What follows belongs to an exercise in optimizing a design on an open flow for small area, a short achievable clock period and few clock cycles per item; a production flow would make more cautious choices.
In this exercise RTL edits were held to simulation tests only and were not proved equivalent to the original.
Power figures rest on the tool's default switching activity, not on a simulated workload.

## flow/constraint.sdc

```tcl
create_clock -name core_clock -period 5.2 [get_ports {i_clk}]
set_input_delay 1.0400 -clock core_clock [delete_from_list [all_inputs] [get_ports {i_clk}]]
set_output_delay 1.0400 -clock core_clock [all_outputs]
set_load 0.01 [all_outputs]
```

## flow/run.sh

```bash
#!/bin/bash
# synth_recipe.tcl (not shown) runs the flow's synth.tcl, then flattens the netlist and writes it again
# the make line also repeats each setting of config.mk as NAME=value (left out here)
make -C /OpenROAD-flow-scripts/flow DESIGN_CONFIG=/design/flow/config.mk WORK_HOME=/design/flow/orfs CLKGATE_MAP_FILE= SYNTH_SCRIPT=/design/flow/synth_recipe.tcl finish
```

## flow/config.mk

```make
export PLATFORM = sky130hd
export DESIGN_NAME = positional_list_engine_core
export DESIGN_NICKNAME = positional_list_engine_core
export VERILOG_FILES = /design/flow/design.v
export SDC_FILE = /design/flow/constraint.sdc
export NUM_CORES = 4
export LEC_CHECK = 0
export CAP_MARGIN = 20
export CORE_MARGIN = 2
export CORE_UTILIZATION = 40
export SLEW_MARGIN = 20
```

## flow/design.v

```verilog
`default_nettype none
package ple_pkg;
    localparam int ACTION_W = 3;
    localparam int VALUE_W  = 32;
    localparam int POS_W    = 8;
    localparam int STATUS_W = 2;
    localparam int CNT_W    = 5;
    localparam int DEPTH    = 16;
    localparam logic [ACTION_W-1:0] ACT_INS_FIRST = 3'd0;
    localparam logic [ACTION_W-1:0] ACT_INS_LAST  = 3'd1;
    localparam logic [ACTION_W-1:0] ACT_INS_AT    = 3'd2;
    localparam logic [ACTION_W-1:0] ACT_DEL_FIRST = 3'd3;
    localparam logic [ACTION_W-1:0] ACT_DEL_LAST  = 3'd4;
    localparam logic [ACTION_W-1:0] ACT_DEL_AT    = 3'd5;
    localparam logic [ACTION_W-1:0] ACT_READ      = 3'd6;
    localparam logic [STATUS_W-1:0] ST_OK     = 2'd0;
    localparam logic [STATUS_W-1:0] ST_BADPOS = 2'd1;
    localparam logic [STATUS_W-1:0] ST_FULL   = 2'd2;
    localparam logic [STATUS_W-1:0] ST_EMPTY  = 2'd3;
endpackage
`default_nettype wire
`default_nettype none
module ple_cell (
    input  wire logic                       i_clk,
    input  wire logic                       i_en,
    input  wire logic                       i_sv,
    input  wire logic                       i_sl,
    input  wire logic                       i_sr,
    input  wire logic [ple_pkg::VALUE_W-1:0] i_vin,
    input  wire logic [ple_pkg::VALUE_W-1:0] i_left,
    input  wire logic [ple_pkg::VALUE_W-1:0] i_right,
    output logic [ple_pkg::VALUE_W-1:0]      o_raw
);
    localparam int W = ple_pkg::VALUE_W;
    logic [W-1:0] r_raw;
    always_ff @(posedge i_clk) begin
        if (i_en) begin
            r_raw <= ~(({W{i_sv}} & i_vin) | ({W{i_sl}} & i_left) | ({W{i_sr}} & i_right));
        end
    end
    assign o_raw = r_raw;
endmodule
`default_nettype wire
`default_nettype none
module ple_ctrl (
    input  wire logic                        i_exec,
    input  wire logic [ple_pkg::ACTION_W-1:0] i_action,
    input  wire logic [ple_pkg::POS_W-1:0]    i_position,
    input  wire logic [ple_pkg::CNT_W-1:0]    i_count,
    output logic [ple_pkg::DEPTH-1:0]         o_en,
    output logic [ple_pkg::DEPTH-1:0]         o_sv,
    output logic [ple_pkg::DEPTH-1:0]         o_sl,
    output logic                              o_sr,
    output logic [ple_pkg::DEPTH-1:0]         o_rsel,
    output logic [ple_pkg::STATUS_W-1:0]      o_status,
    output logic [ple_pkg::CNT_W-1:0]         o_count_next
);
    localparam int D = ple_pkg::DEPTH;
    logic         w_is_ins;
    logic         w_pos_zero;
    logic         w_pos_le_n;     
    logic         w_pos_le_n1;    
    logic         w_full;
    logic         w_empty;
    logic         w_ins_ok;
    logic         w_del_ok;
    logic [D-1:0] w_pos_eq;       
    logic [D-1:0] w_pos_ge;       
    logic [D-1:0] w_cnt_gt;       
    logic [D-1:0] w_cnt_eq;       
    logic [D-1:0] w_eq;
    logic [D-1:0] w_ge;
    assign w_pos_zero  = (i_position == '0);
    assign w_pos_le_n  = !w_pos_zero && ({3'b000, i_count} >= i_position);
    assign w_pos_le_n1 = !w_pos_zero && ({3'b000, i_count} + 8'd1 >= i_position);
    assign w_full      = i_count[4];
    assign w_empty     = (i_count == '0);
    for (genvar k = 0; k < D; k++) begin : g_dec
        assign w_pos_eq[k] = (i_position == 8'(k + 1));
        assign w_pos_ge[k] = (i_position <= 8'(k + 1));
        assign w_cnt_gt[k] = (i_count > 5'(k));
        assign w_cnt_eq[k] = (i_count == 5'(k));
    end
    assign w_is_ins = (i_action == ple_pkg::ACT_INS_FIRST) ||
                      (i_action == ple_pkg::ACT_INS_LAST) ||
                      (i_action == ple_pkg::ACT_INS_AT);
    always_comb begin
        o_status = ple_pkg::ST_OK;
        w_ins_ok = 1'b0;
        w_del_ok = 1'b0;
        w_eq     = '0;
        w_ge     = '0;
        case (i_action)
            ple_pkg::ACT_INS_FIRST: begin
                w_eq = D'(1);
                w_ge = '1;
            end
            ple_pkg::ACT_INS_LAST: begin
                w_eq = w_cnt_eq;
                w_ge = ~w_cnt_gt;
            end
            ple_pkg::ACT_INS_AT, ple_pkg::ACT_DEL_AT: begin
                w_eq = w_pos_eq;
                w_ge = w_pos_ge;
            end
            ple_pkg::ACT_DEL_FIRST: begin
                w_ge = '1;
            end
            default: begin
            end
        endcase
        case (i_action)
            ple_pkg::ACT_INS_FIRST, ple_pkg::ACT_INS_LAST, ple_pkg::ACT_INS_AT: begin
                if (i_action == ple_pkg::ACT_INS_AT && !w_pos_le_n1) begin
                    o_status = ple_pkg::ST_BADPOS;
                end else if (w_full) begin
                    o_status = ple_pkg::ST_FULL;
                end else begin
                    w_ins_ok = 1'b1;
                end
            end
            ple_pkg::ACT_DEL_FIRST, ple_pkg::ACT_DEL_LAST, ple_pkg::ACT_DEL_AT: begin
                if (w_empty) begin
                    o_status = ple_pkg::ST_EMPTY;
                end else if (i_action == ple_pkg::ACT_DEL_AT && !w_pos_le_n) begin
                    o_status = ple_pkg::ST_BADPOS;
                end else begin
                    w_del_ok = 1'b1;
                end
            end
            ple_pkg::ACT_READ: begin
                if (!w_pos_le_n) begin
                    o_status = ple_pkg::ST_BADPOS;
                end
            end
            default: begin
            end
        endcase
    end
    assign o_en   = {D{i_exec && (w_ins_ok || w_del_ok)}} & w_ge;
    assign o_sv   = {D{w_is_ins}} & w_eq;
    assign o_sl   = {D{w_is_ins}} & ~w_eq;
    assign o_sr   = !w_is_ins;
    assign o_rsel = {D{i_action == ple_pkg::ACT_READ}} & w_pos_eq & w_cnt_gt;
    assign o_count_next = w_ins_ok ? i_count + 5'd1 :
                          w_del_ok ? i_count - 5'd1 : i_count;
endmodule
`default_nettype wire
`default_nettype none
module positional_list_engine_core #(
    parameter int LIST_DEPTH = 16
) (
    input  wire logic                               i_clk,
    input  wire logic                               i_rst_n,
    input  wire logic                               i_in_valid,
    output logic                                    o_in_ready,
    input  wire logic [ple_pkg::ACTION_W-1:0]       i_action,
    input  wire logic signed [ple_pkg::VALUE_W-1:0] i_value,
    input  wire logic [ple_pkg::POS_W-1:0]          i_position,
    output logic                                    o_out_valid,
    input  wire logic                               i_out_ready,
    output logic [ple_pkg::STATUS_W-1:0]            o_status,
    output logic [ple_pkg::CNT_W-1:0]               o_element_count,
    output logic signed [ple_pkg::VALUE_W-1:0]      o_read_value
);
    localparam int D  = ple_pkg::DEPTH;
    localparam int W  = ple_pkg::VALUE_W;
    localparam int RW = ple_pkg::STATUS_W + ple_pkg::CNT_W + W;
    logic                          r_ready;
    logic                          r_a_valid;
    logic [ple_pkg::ACTION_W-1:0]  r_a_act;
    logic [W-1:0]                  r_a_val;
    logic [ple_pkg::POS_W-1:0]     r_a_pos;
    always_ff @(posedge i_clk) begin
        if (r_ready) begin
            r_a_act <= i_action;
            r_a_val <= i_value;
            r_a_pos <= i_position;
        end
    end
    logic                          w_exec;
    logic [ple_pkg::CNT_W-1:0]     r_count;
    logic [D-1:0]                  w_en;
    logic [D-1:0]                  w_sv;
    logic [D-1:0]                  w_sl;
    logic                          w_sr;
    logic [D-1:0]                  w_rsel;
    logic [ple_pkg::STATUS_W-1:0]  w_status;
    logic [ple_pkg::CNT_W-1:0]     w_count_next;
    assign w_exec = r_a_valid && r_ready;
    ple_ctrl u_ctrl (
        .i_exec       (w_exec),
        .i_action     (r_a_act),
        .i_position   (r_a_pos),
        .i_count      (r_count),
        .o_en         (w_en),
        .o_sv         (w_sv),
        .o_sl         (w_sl),
        .o_sr         (w_sr),
        .o_rsel       (w_rsel),
        .o_status     (w_status),
        .o_count_next (w_count_next)
    );
    logic [W-1:0] w_raw [D];
    logic [W-1:0] w_rd;
    for (genvar k = 0; k < D; k++) begin : g_cell
        logic [W-1:0] w_left;
        logic [W-1:0] w_right;
        logic [W-1:0] w_vin;
        assign w_vin = (k % 2 == 1) ? r_a_val : ~r_a_val;
        if (k == 0) begin : g_first
            assign w_left = '0;
        end else begin : g_mid_l
            assign w_left = w_raw[k-1];
        end
        if (k == D - 1) begin : g_last
            assign w_right = '0;
        end else begin : g_mid_r
            assign w_right = w_raw[k+1];
        end
        ple_cell u_cell (
            .i_clk   (i_clk),
            .i_en    (w_en[k]),
            .i_sv    (w_sv[k]),
            .i_sl    (w_sl[k]),
            .i_sr    (w_sr),
            .i_vin   (w_vin),
            .i_left  (w_left),
            .i_right (w_right),
            .o_raw   (w_raw[k])
        );
    end
    always_comb begin
        w_rd = '0;
        for (int k = 0; k < D; k++) begin
            if (k % 2 == 1) begin
                w_rd = w_rd | ({W{w_rsel[k]}} & ~w_raw[k]);
            end else begin
                w_rd = w_rd | ({W{w_rsel[k]}} & w_raw[k]);
            end
        end
    end
    logic [RW-1:0] w_res;
    logic          r_h_valid;
    logic [RW-1:0] r_h;
    logic          r_s_valid;
    logic [RW-1:0] r_s;
    logic          w_h_load;
    assign w_res    = {w_status, w_count_next, w_rd};
    assign w_h_load = !r_h_valid || i_out_ready;
    always_ff @(posedge i_clk) begin
        if (w_exec) begin
            r_s <= w_res;
        end
        if (w_h_load) begin
            r_h <= r_s_valid ? r_s : w_res;
        end
    end
    logic w_a_valid_n;
    logic w_h_valid_n;
    logic w_s_valid_n;
    assign w_a_valid_n = r_ready ? i_in_valid : r_a_valid;
    assign w_h_valid_n = w_h_load ? (r_s_valid || w_exec) : 1'b1;
    assign w_s_valid_n = w_h_load ? (r_s_valid && w_exec) : (r_s_valid || w_exec);
    always_ff @(posedge i_clk) begin
        if (!i_rst_n) begin
            r_a_valid <= 1'b0;
            r_h_valid <= 1'b0;
            r_s_valid <= 1'b0;
            r_ready   <= 1'b1;
            r_count   <= '0;
        end else begin
            r_a_valid <= w_a_valid_n;
            r_h_valid <= w_h_valid_n;
            r_s_valid <= w_s_valid_n;
            r_ready   <= !w_a_valid_n || !(w_h_valid_n && w_s_valid_n);
            if (w_exec) begin
                r_count <= w_count_next;
            end
        end
    end
    assign o_in_ready      = r_ready;
    assign o_out_valid     = r_h_valid;
    assign o_status        = r_h[RW-1 -: ple_pkg::STATUS_W];
    assign o_element_count = r_h[W +: ple_pkg::CNT_W];
    assign o_read_value    = r_h[W-1:0];
endmodule
`default_nettype wire
```

==> results.cfg <==
[setup_path]
crit_fanout = 20
crit_arrival_ns = 4.70
critPathKind = reg2reg
worst_setup_path_end_kind = flip-flop
startpoint_type = flip-flop
worstPathRequired_ns = 5.46

[timing]
fin_crit_ns = 4.44
fin_ws_ns = 0.762
grt_setup_unrepaired = false
slew-limit-headroom = 0.208
finClkSkew_ns = 0.0234
worst_pin_slew_ns = 1.19
max_freq_mhz = 225
finalSetupTns_ns = 0
setup_viol = 0
period_share = 0.854
finalHoldWorstSlack_ns = 0.542
slew_violations = 0
hold_viol_final = 0

[floorplan]
die_width_um = 296
initial_core_util = 0.403
io_pins = 88
die_y_um = 296
die_area_um2 = 87800
rows = 107
core_um2 = 84900

[clocking]
postCtsSetupRepairBufs = 0
holdBufCountCts = 0
clkLatencyLatePin_ns = 0.63
cts_max_level = 3
cts_sinks = 642
post_cts_resized = 0
numCtsBuffers = 72
cts_tree = built
cts-root-buf = clkbuf_16
path_clk_slew_ns = 0.06
clockBufferDepth = 3

[job]
max_cap_viol_count = 0

[worst_hold_path]
min_path_type = reg2reg

[pwr]
leakage_uw = 0.0130
powerDensity_nw_per_um2 = 300
power_uw = 11700
ir_drop_v = 0.000270

[synth]
yosys-top-cells-area = edfxtp_1 (56%), mux2i_1 (6.7%), a21oi_1 (5.6%)
ys_warn_count = 4
synth_top_family_by_area = compound AO/OA/AOI/OAI gates
synth_cell_types = 95
synth_top_cell_by_area = edfxtp_1
synth_compound_area_frac = 0.209
synth_ff_type = edfxtp_1
async_reset_ff_frac = 0
ys_seq_elements = 642
netlist_top_cells_count = edfxtp_1 (633), nor2_1 (439), a21oi_1 (384)
syn_inst = 3136
synth.avg_cell_area_um2 = 10.9
synth-simple-area-share = 0.103
synthMuxAreaShare = 0.0792
ys_seq_area_frac = 0.561
synth_fa_ha_area_frac = 0.00622
synth_edf_count = 633
syn_nets = 3200
synth_area_um2 = 34200
synth.top_cell.area_share = 0.556
yosysMostFrequentCell = edfxtp_1
synth_xor_area_frac = 0.00154

[detailed_routing]
dr.pass1.iters = 6
detail_route.drc_violations = 0
routed.top_layer = met5
wl_met3_um = 14500
viasPerCell = 6.56
wl_met2_um = 57500
wl_um = 129000
drt_iter0_markers = 4267
wl_per_cell_um = 29.8
vias = 28395
m1WireLength_um = 50500
ant_nets = 0

[grt]
grt_pass1_wl_um = 187000
grt_pass1_vias = 27000
grtUsageTotal = 0.289
grt_antenna_before_repair = 1
grt-ovfl-total = 0
grt_start_max_net_pins = 284

[final_layout]
fin_cells = 4326
fin_nets = 3198
syn2layout_area_growth_pct = 13.7
regArea_um2 = 19200
drive_above_1_share = 0.105
n_fill_cell = 7845
multi_input_comb_area_um2 = 14000

[run_status]
status = no timing/DRC/antenna violations

[placed_design]
dpl.cell_count = 4202
portBuffers = 87
hpwl_um = 79800
dpl_worst_slack_ns = 0.873
place.gp.congestion = 0.892
[where the power goes]
group	total, uW	internal, uW	switching [uW]
clock	4870	2700	2170
sequential	5960	5820	143
combinational	837	288	548
[metrics by stage]
| step | area, um2 | util |
|---|---|---|
| global route | 38900 | 0.458 |
| global placement | 36700 | 0.432 |
| finish | 38900 | 0.458 |
| floorplan | 34200 | - |
| detailed placement | 36700 | 0.432 |
| CTS | 38800 | 0.457 |
[worst max-delay path, cell delays in order (launching register included)]
cell       delay [ns]
dfxtp_1          0.40
ha_1             0.24
inv_1            0.20
nor2_1           0.09
ha_1             0.30
inv_1            0.05
ha_1             0.28
a21oi_1          0.07
nor2b_1          0.18
a2111oi_2        0.09
nor4_2           0.59
o21ai_1          0.22
o21bai_2         0.50
buf_4            0.30
a21oi_4          0.13
buf_4            0.42
[final cells by class]
cell class	count	area share
multi-input combinational	2183	0.360
inverter	20	0.00193
timing repair buffer	215	0.0529
sequential	642	0.494
clock buffer	98	0.0494
clock inverter	23	0.00550
antenna	1	0.0000644
tap	1144	0.0368
[layer usage]
layer | GRT usage | vias up
met1 | 0.389 | 14043
met4 | 0.136 | 2
li1 | - | 12064
met3 | 0.0678 | 354
met5 | 0 | -
met2 | 0.442 | 1932
[registers in the layout, indices dropped and copies added, names as in the netlist]
| signal | flops |
|---|---|
| g_cell.u_cell.r_raw | 512 |
| r_h | 39 |
| r_s | 39 |
| r_a_val | 32 |
| r_a_pos | 8 |
| r_count | 5 |
| r_a_act | 3 |
| r_a_valid | 1 |
| r_h_valid | 1 |
| r_ready | 1 |
| r_s_valid | 1 |
[layout by cell type, fill, tap and decap left out, types with 10 or more instances in the layout]
master and count:
a2111oi_0 13, a211oi_1 113, a21oi_1 378, a221oi_1 15, a22o_1 20, a22oi_1 56, a2bb2oi_1 36, buf_12 16
buf_4 109, clkbuf_1 24, clkbuf_16 72, clkdlybuf4s50_1 87, edfxtp_1 633, ha_1 17, inv_1 14, mux2_2 37
mux2i_1 229, nand2_1 198, nand3_1 30, nor2_1 428, nor2_4 11, nor3_1 33, o2111ai_1 10, o211ai_1 140
o21ai_0 154, o22a_1 10, o22ai_1 27, o2bb2ai_1 32, or3_1 11
[final timing paths]
check | cells after the start | slack, ns | from | endpoint
max | 15 | 0.76 | r_count[1] | g_cell[0].u_cell.r_raw[20]
min | 2 | 0.54 | r_a_valid | r_a_valid
max reg2reg | 15 | 0.76 | r_count[1] | g_cell[0].u_cell.r_raw[20]
min reg2reg | 2 | 0.54 | r_a_valid | r_a_valid
[cell families after synthesis]
logic type                 after synthesis
AOI/OAI and AO/OA                     1088
xor gates and xnor gates                 6
adders and majority gates               17
muxes                                  266
and+or+nand+nor                        806
buffers and inverters                  311
DFF                                    642
Testbench counts, summed over its fixed seeds: cycles 24,016, items 24,000.

afterwards: timing with drivers on the ports:
No port has a modelled driver above. Below, the same layout with a new extraction and two added sets of constraints.
Step 1: set_driving_cell puts a clkbuf_16 on i_clk and a buf_2 on each other input, an assumption about the parent block.
Step 2 also shifts input and output timing later by t, the mid clock arrival at the registers, as if the neighbouring blocks saw the same clock.
Slacks: no drivers / after step 1 / after step 2; pairs: no drivers / after step 1.
t, ns: 0.689
setup slack, ns: 0.762 / 0.762 / 0.762
hold slack, ns: 0.542 / 0.542 / 0.542
worst slew at a driven data input, ns: 0.05
After both steps setup and hold are still met in this run. For this run, drivers alone change the setup slack by 0.000 ns; drivers and shift together by 0.000 ns.
